Source: an optimization exercise on an open RTL-to-GDS flow (aim: small area and a short achievable clock period). Production flows keep margins and buffers that such runs may drop.
In this exercise RTL edits were held to simulation tests only and were not proved equivalent to the original.

`flow/run.sh`:
```
#!/bin/bash
# synth_recipe.tcl (not shown) runs the flow's synth.tcl, then flattens the netlist and writes it again
# the make line also repeats each setting of config.mk as NAME=value (left out here)
make -C /OpenROAD-flow-scripts/flow DESIGN_CONFIG=/design/flow/config.mk WORK_HOME=/design/flow/orfs CLKGATE_MAP_FILE= SYNTH_SCRIPT=/design/flow/synth_recipe.tcl finish
```
`flow/config.mk`:
```
export PLATFORM = sky130hd
export DESIGN_NAME = sine_mix_framer
export DESIGN_NICKNAME = sine_mix_framer
export VERILOG_FILES = /design/flow/design.v
export SDC_FILE = /design/flow/constraint.sdc
export NUM_CORES = 4
export LEC_CHECK = 0
export CAP_MARGIN = 20
export CORE_MARGIN = 2
export CORE_UTILIZATION = 40
export SLEW_MARGIN = 20
```
`flow/constraint.sdc`:
```
create_clock -name core_clock -period 7.0 [get_ports {clk}]
set_input_delay 1.4000 -clock core_clock [delete_from_list [all_inputs] [get_ports {clk}]]
set_output_delay 1.4000 -clock core_clock [all_outputs]
set_load 0.01 [all_outputs]
```
`flow/design.v`:
```
package sine_mix_pkg;
    typedef enum logic [1:0] {
        IDLE  = 2'd0,
        RUN   = 2'd1,
        DRAIN = 2'd2,
        WAIT  = 2'd3
    } state_t;
    localparam int unsigned FRAME_LEN_MIN = 2;
    localparam int unsigned FRAME_LEN_MAX = 1023;
    localparam int unsigned CNT_WIDTH     = 10;
endpackage
module signed_mult_pipe #(
    parameter int A_WIDTH = 16,
    parameter int B_WIDTH = 32,
    parameter int P_WIDTH = 48
) (
    input  logic                      clk,
    input  logic                      rst_n,
    input  logic signed [A_WIDTH-1:0] a,
    input  logic signed [B_WIDTH-1:0] b,
    input  logic                      in_valid,
    input  logic                      in_sof,
    input  logic                      in_eof,
    output logic signed [P_WIDTH-1:0] p,
    output logic                      out_valid,
    output logic                      out_sof,
    output logic                      out_eof
);
    logic signed [A_WIDTH-1:0] a_q;
    logic signed [B_WIDTH-1:0] b_q;
    logic                      v_q;
    logic                      sof_q;
    logic                      eof_q;
    logic signed [P_WIDTH-1:0] a_ext;
    logic signed [P_WIDTH-1:0] b_ext;
    assign a_ext = {{(P_WIDTH-A_WIDTH){a_q[A_WIDTH-1]}}, a_q};
    assign b_ext = {{(P_WIDTH-B_WIDTH){b_q[B_WIDTH-1]}}, b_q};
    always_ff @(posedge clk or negedge rst_n) begin
        if (!rst_n) begin
            a_q       <= '0;
            b_q       <= '0;
            v_q       <= 1'b0;
            sof_q     <= 1'b0;
            eof_q     <= 1'b0;
            p         <= '0;
            out_valid <= 1'b0;
            out_sof   <= 1'b0;
            out_eof   <= 1'b0;
        end else begin
            v_q     <= in_valid;
            sof_q   <= in_valid & in_sof;
            eof_q   <= in_valid & in_eof;
            if (in_valid) begin
                a_q <= a;
                b_q <= b;
            end
            out_valid <= v_q;
            out_sof   <= v_q & sof_q;
            out_eof   <= v_q & eof_q;
            if (v_q) begin
                p <= a_ext * b_ext;
            end
        end
    end
endmodule
module sine_mix_framer #(
    parameter int                   ADC_WIDTH    = 16,
    parameter int                   REF_WIDTH    = 32,
    parameter int                   C_DATA_WIDTH = 48,
    parameter logic [sine_mix_pkg::CNT_WIDTH-1:0] FRAME_LEN    = 10'd1000
) (
    input  logic                           clk,
    input  logic                           rst_n,
    input  logic signed [ADC_WIDTH-1:0]    adc_data,
    input  logic signed [REF_WIDTH-1:0]    ref_data,
    input  logic                           adc_valid,
    input  logic                           frame_start,
    input  logic                           cont_mode,
    output logic signed [C_DATA_WIDTH-1:0] DATA_out,
    output logic                           DATA_out_valid,
    output logic                           DATA_sof,
    output logic                           DATA_eof,
    input  logic                           DATA_out_ready,
    output logic                           busy,
    output logic [15:0]                    drop_count
);
    if (C_DATA_WIDTH != ADC_WIDTH + REF_WIDTH) begin : g_bad_width
        $error("C_DATA_WIDTH must equal ADC_WIDTH + REF_WIDTH");
    end
    if (FRAME_LEN < sine_mix_pkg::FRAME_LEN_MIN || FRAME_LEN > sine_mix_pkg::FRAME_LEN_MAX) begin : g_bad_len
        $error("FRAME_LEN outside legal range");
    end
    sine_mix_pkg::state_t               state;
    logic [sine_mix_pkg::CNT_WIDTH-1:0] cnt;
    logic                 eof_done;
    logic                 accept;
    logic                 first;
    logic                 last;
    assign accept = (state == sine_mix_pkg::RUN) && adc_valid;
    assign first  = (cnt == '0);
    assign last   = (cnt == FRAME_LEN - 10'd1);
    assign busy   = (state != sine_mix_pkg::IDLE);
    always_ff @(posedge clk or negedge rst_n) begin
        if (!rst_n) begin
            state      <= sine_mix_pkg::IDLE;
            cnt        <= '0;
            eof_done   <= 1'b0;
            drop_count <= '0;
        end else begin
            if (adc_valid && state != sine_mix_pkg::RUN && drop_count != 16'hFFFF) begin
                drop_count <= drop_count + 16'd1;
            end
            case (state)
                sine_mix_pkg::IDLE: begin
                    if ((frame_start || cont_mode) && DATA_out_ready) begin
                        state <= sine_mix_pkg::RUN;
                        cnt   <= '0;
                    end
                end
                sine_mix_pkg::RUN: begin
                    if (adc_valid) begin
                        cnt <= cnt + 10'd1;
                        if (last) begin
                            state    <= sine_mix_pkg::DRAIN;
                            eof_done <= 1'b0;
                        end
                    end
                end
                sine_mix_pkg::DRAIN: begin
                    if (DATA_eof) begin
                        eof_done <= 1'b1;
                    end
                    if (eof_done && !DATA_out_ready) begin
                        state    <= sine_mix_pkg::WAIT;
                        eof_done <= 1'b0;
                    end
                end
                sine_mix_pkg::WAIT: begin
                    if (DATA_out_ready) begin
                        state <= cont_mode ? sine_mix_pkg::RUN : sine_mix_pkg::IDLE;
                        cnt   <= '0;
                    end
                end
                default: state <= sine_mix_pkg::IDLE;
            endcase
        end
    end
    signed_mult_pipe #(
        .A_WIDTH (ADC_WIDTH),
        .B_WIDTH (REF_WIDTH),
        .P_WIDTH (C_DATA_WIDTH)
    ) u_mult (
        .clk       (clk),
        .rst_n     (rst_n),
        .a         (adc_data),
        .b         (ref_data),
        .in_valid  (accept),
        .in_sof    (first),
        .in_eof    (last),
        .p         (DATA_out),
        .out_valid (DATA_out_valid),
        .out_sof   (DATA_sof),
        .out_eof   (DATA_eof)
    );
endmodule
```
==> impl_metrics.toml <==
[clock_network]
max-clock-path-buffers = 2
cts_resized = 0
cts_root_buf = "clkbuf_16"
cts-htree-levels = 4
numCtsBuffers = 17
clk_pin_slew_worst_paths_ns = 0.07
clock_sinks = 131
worstSkewPairLatency_ns = 0.49
cts_tree = "done"
hold_buffers = 0
postCtsSetupBuffers = 0

[placement]
dpl-instance-area_um2 = 25600
portBuffers = 121
dp.cells = 3309
gp_congestion = 0.878
dpl.hpwl_um = 49400
pre_cts_ws_ns = 0.122

[finish]
n_fill_cell = 5527
diodes = 0
finalInstanceArea_um2 = 26100
layout.nets = 3224
fin_cells = 3341
area_delta_synth_final_pct = 12.6
drive_above_1_share_pct = 8.58
utilization_pct = 45.5

[synthesis]
syn_inst = 2453
ys_types = 66
async_flop_share_pct = 100
synth-seq-area-share_pct = 14.1
avgSynthCellArea_um2 = 9.46
synth_flop_cell = "dfrtp_1"
synth_edf_count = 0
syn-cell-area_um2 = 23200
synth_seq_cells = 131
yosys_warnings = 2
synthesis.nets = 3114

[routing]
antenna_left = 0
routed_wirelength_um = 61200
drt_first_iter_violations = 856
dr_total_vias = 16800
remaining_drc_errors = 0
wire_per_inst_um = 18.3
avgViaCountPerCell = 5.02
first_pass_iters = 5

[floorplanning]
dieHeight_um = 245
rows = 88
die_area_um2 = 59900
start_util_pct = 40.4
core_area_um2 = 57500
die_w_um = 245
num_io_pins = 122

[worst_setup_path]
reg2reg_from = "u_mult.b_q[16]"
cp_common_cell = "fa_1"
critical_path.cell_chain = "and2_1 -> fa_1 -> inv_1 -> fa_1 -> fa_1 -> inv_1 -> fa_1 -> fa_1 -> inv_1 -> fa_1 -> inv_1 -> ha_1 -> a21oi_1 -> o21ai_0 -> a221o_1 -> a21oi_1 -> a21oi_1 -> o21ai_1 -> o21ai_0 -> o41ai_1 -> a31o_2"
critPathKind = "register to register"
crit_buf_inv = 4
startpoint = "u_mult.b_q[16]"
cpLargestDelayFamily = "adder cells"
slowest_delay_ns = 0.93
crit_arrival_ns = 7.19
critical_path_peak_fanout = 17
worstPathRequired_ns = 7.42
slowest_stage = "dfrtp_1"
startpoint_type = "register"
end_kind = "register"
reg2reg_slack_ns = 0.24

[global_routing]
grt_max_degree = 76
antenna_found_initial = 0
grt-ovfl-total = 0
grt_pass1_vias = 18800
track_usage_pct = 22.2
grt_pass1_wl_um = 103000

[job]
drv_cap = 0

[sta]
setup_violations = 0
drv_slew = 0
fmax_mhz = 148
hold-worst-slack_ns = 0.460
fin_skew_ns = 0.0199
fin_ws_ns = 0.236
tns_ns = 0
worst_pin_slew_ns = 0.926
grt_setup_unrepaired = "no"
hold_viol = 0
slew_headroom_pct = 38.2
period_minus_slack_ns = 6.76
fin_crit_sh_pct = 96.6

[min_path]
hold_start = "u_mult.sof_q"
hp-class = "register to register"

[status]
status = "finished clean"
-- synthesized netlist by cell type (8+ instances only) --
cell type / number / area, um2
o21ai_0: 28 / 140
ha_1: 121 / 1510
nand2_1: 340 / 1280
nand2b_1: 14 / 87.6
a21oi_1: 50 / 250
mux2_2: 81 / 912
dfrtp_1: 131 / 3280
a21o_1: 30 / 225
nor2b_1: 8 / 50.1
nor3_1: 12 / 60.1
xnor2_1: 44 / 385
and2_1: 204 / 1280
xor2_1: 19 / 166
nand4_1: 14 / 87.6
fa_1: 486 / 9730
nand3_1: 26 / 130
clkbuf_1: 101 / 379
inv_1: 569 / 2140
nor2_1: 65 / 244
-- final timing paths --
kind | cells after the start | to
setup / recovery | 21 | u_mult.p[47]
hold / removal | 1 | u_mult.out_sof
setup reg to reg | 21 | u_mult.p[47]
hold reg to reg | 1 | u_mult.out_sof
max in group asynchronous | 2 | u_mult.b_q[27]
min in group asynchronous | 1 | state[0]
-- kinds of logic (layout without fill, tap and decap cells) --
group / after synthesis / count (layout) / synth area share (%)
DFF: 131 / 131 / 14.1
and+or+nand+nor: 710 / 710 / 14.7
xor gates and xnor gates: 63 / 63 / 2.38
muxes: 82 / 82 / 4.00
AOI/OAI and AO/OA: 180 / 180 / 5.31
buffers and inverters: 680 / 803 / 11.0
adders and majority gates: 607 / 607 / 48.5
-- flip-flops by register name (all words and copies together), names as in the netlist --
| name | flops |
|---|---|
| cnt | 10 |
| drop_count | 16 |
| eof_done | 1 |
| state | 2 |
| u_mult.a_q | 16 |
| u_mult.b_q | 32 |
| u_mult.eof_q | 1 |
| u_mult.out_eof | 1 |
| u_mult.out_sof | 1 |
| u_mult.out_valid | 1 |
| u_mult.p | 48 |
| u_mult.sof_q | 1 |
| u_mult.v_q | 1 |
-- cells in the final DEF (no fill, tap or decap), types with 4 or more instances in the layout --
| master | n |
|---|---|
| xor2_1 | 19 |
| and2_1 | 204 |
| o21bai_1 | 4 |
| ha_1 | 121 |
| o21ai_1 | 5 |
| nand2b_1 | 14 |
| inv_6 | 4 |
| a211o_1 | 4 |
| dfrtp_2 | 11 |
| o21a_1 | 7 |
| o21ai_0 | 28 |
| nand4_1 | 14 |
| o31ai_1 | 4 |
| buf_4 | 77 |
| or3_1 | 6 |
| a21o_1 | 30 |
| a211oi_1 | 7 |
| nand3_1 | 26 |
| clkdlybuf4s50_1 | 120 |
| nand2_1 | 340 |
| a21oi_1 | 50 |
| clkbuf_16 | 17 |
| a31oi_1 | 5 |
| dfrtp_1 | 120 |
| mux2_2 | 81 |
| xnor2_1 | 44 |
| nor2_1 | 65 |
| o211ai_1 | 4 |
| fa_1 | 486 |
| nor3_1 | 12 |
| nor2b_1 | 8 |
| inv_1 | 569 |
-- final cells by class --
class / instances / area, um2 / share of cell area (%)
Clock buffer: 21 / 470 / 1.80
Sequential cell: 131 / 3290 / 12.6
Inverter: 572 / 2150 / 8.22
Timing Repair Buffer: 199 / 1810 / 6.93
Multi-Input combinational cell: 1642 / 17400 / 66.4
Tap cell: 765 / 957 / 3.66
Clock inverter: 11 / 92.6 / 0.354
-- routing by layer --
layer | track usage (%) | routed length (um)
met1 | 30.8 | 27100
met2 | 34.8 | 28400
met3 | 4.57 | 4020
met4 | 7.28 | 1670
met5 | 0 | 0

[re-timing with driven ports]
The flow's constraints put no driver on any port. The routed layout listed below was extracted and timed again, unchanged, in two steps. Step 1 assumes that a clkbuf_16 drives the clock port and a buf_2 every other input. Step 2 adds t to the input delays and takes it off the output delays; t is the mean of the earliest and latest rising clock arrival at the registers after step 1. Input paths then give back, and output paths get back, about the clock's delay inside the block. a / b / c = ideal / step 1 / step 2; a / b = the first two.
shift t [ns]: 0.538
setup WS [ns]: 0.236 / 0.236 / 0.236
worst setup path after step 2: register to register
latest minus earliest clock arrival (ns): 0.019 / 0.020
slew at the worst register clock pin (ns): 0.08 / 0.08
After both steps setup and hold are still met in this run. For this run, drivers alone change the setup slack by 0.000 ns; drivers and shift together by 0.000 ns.
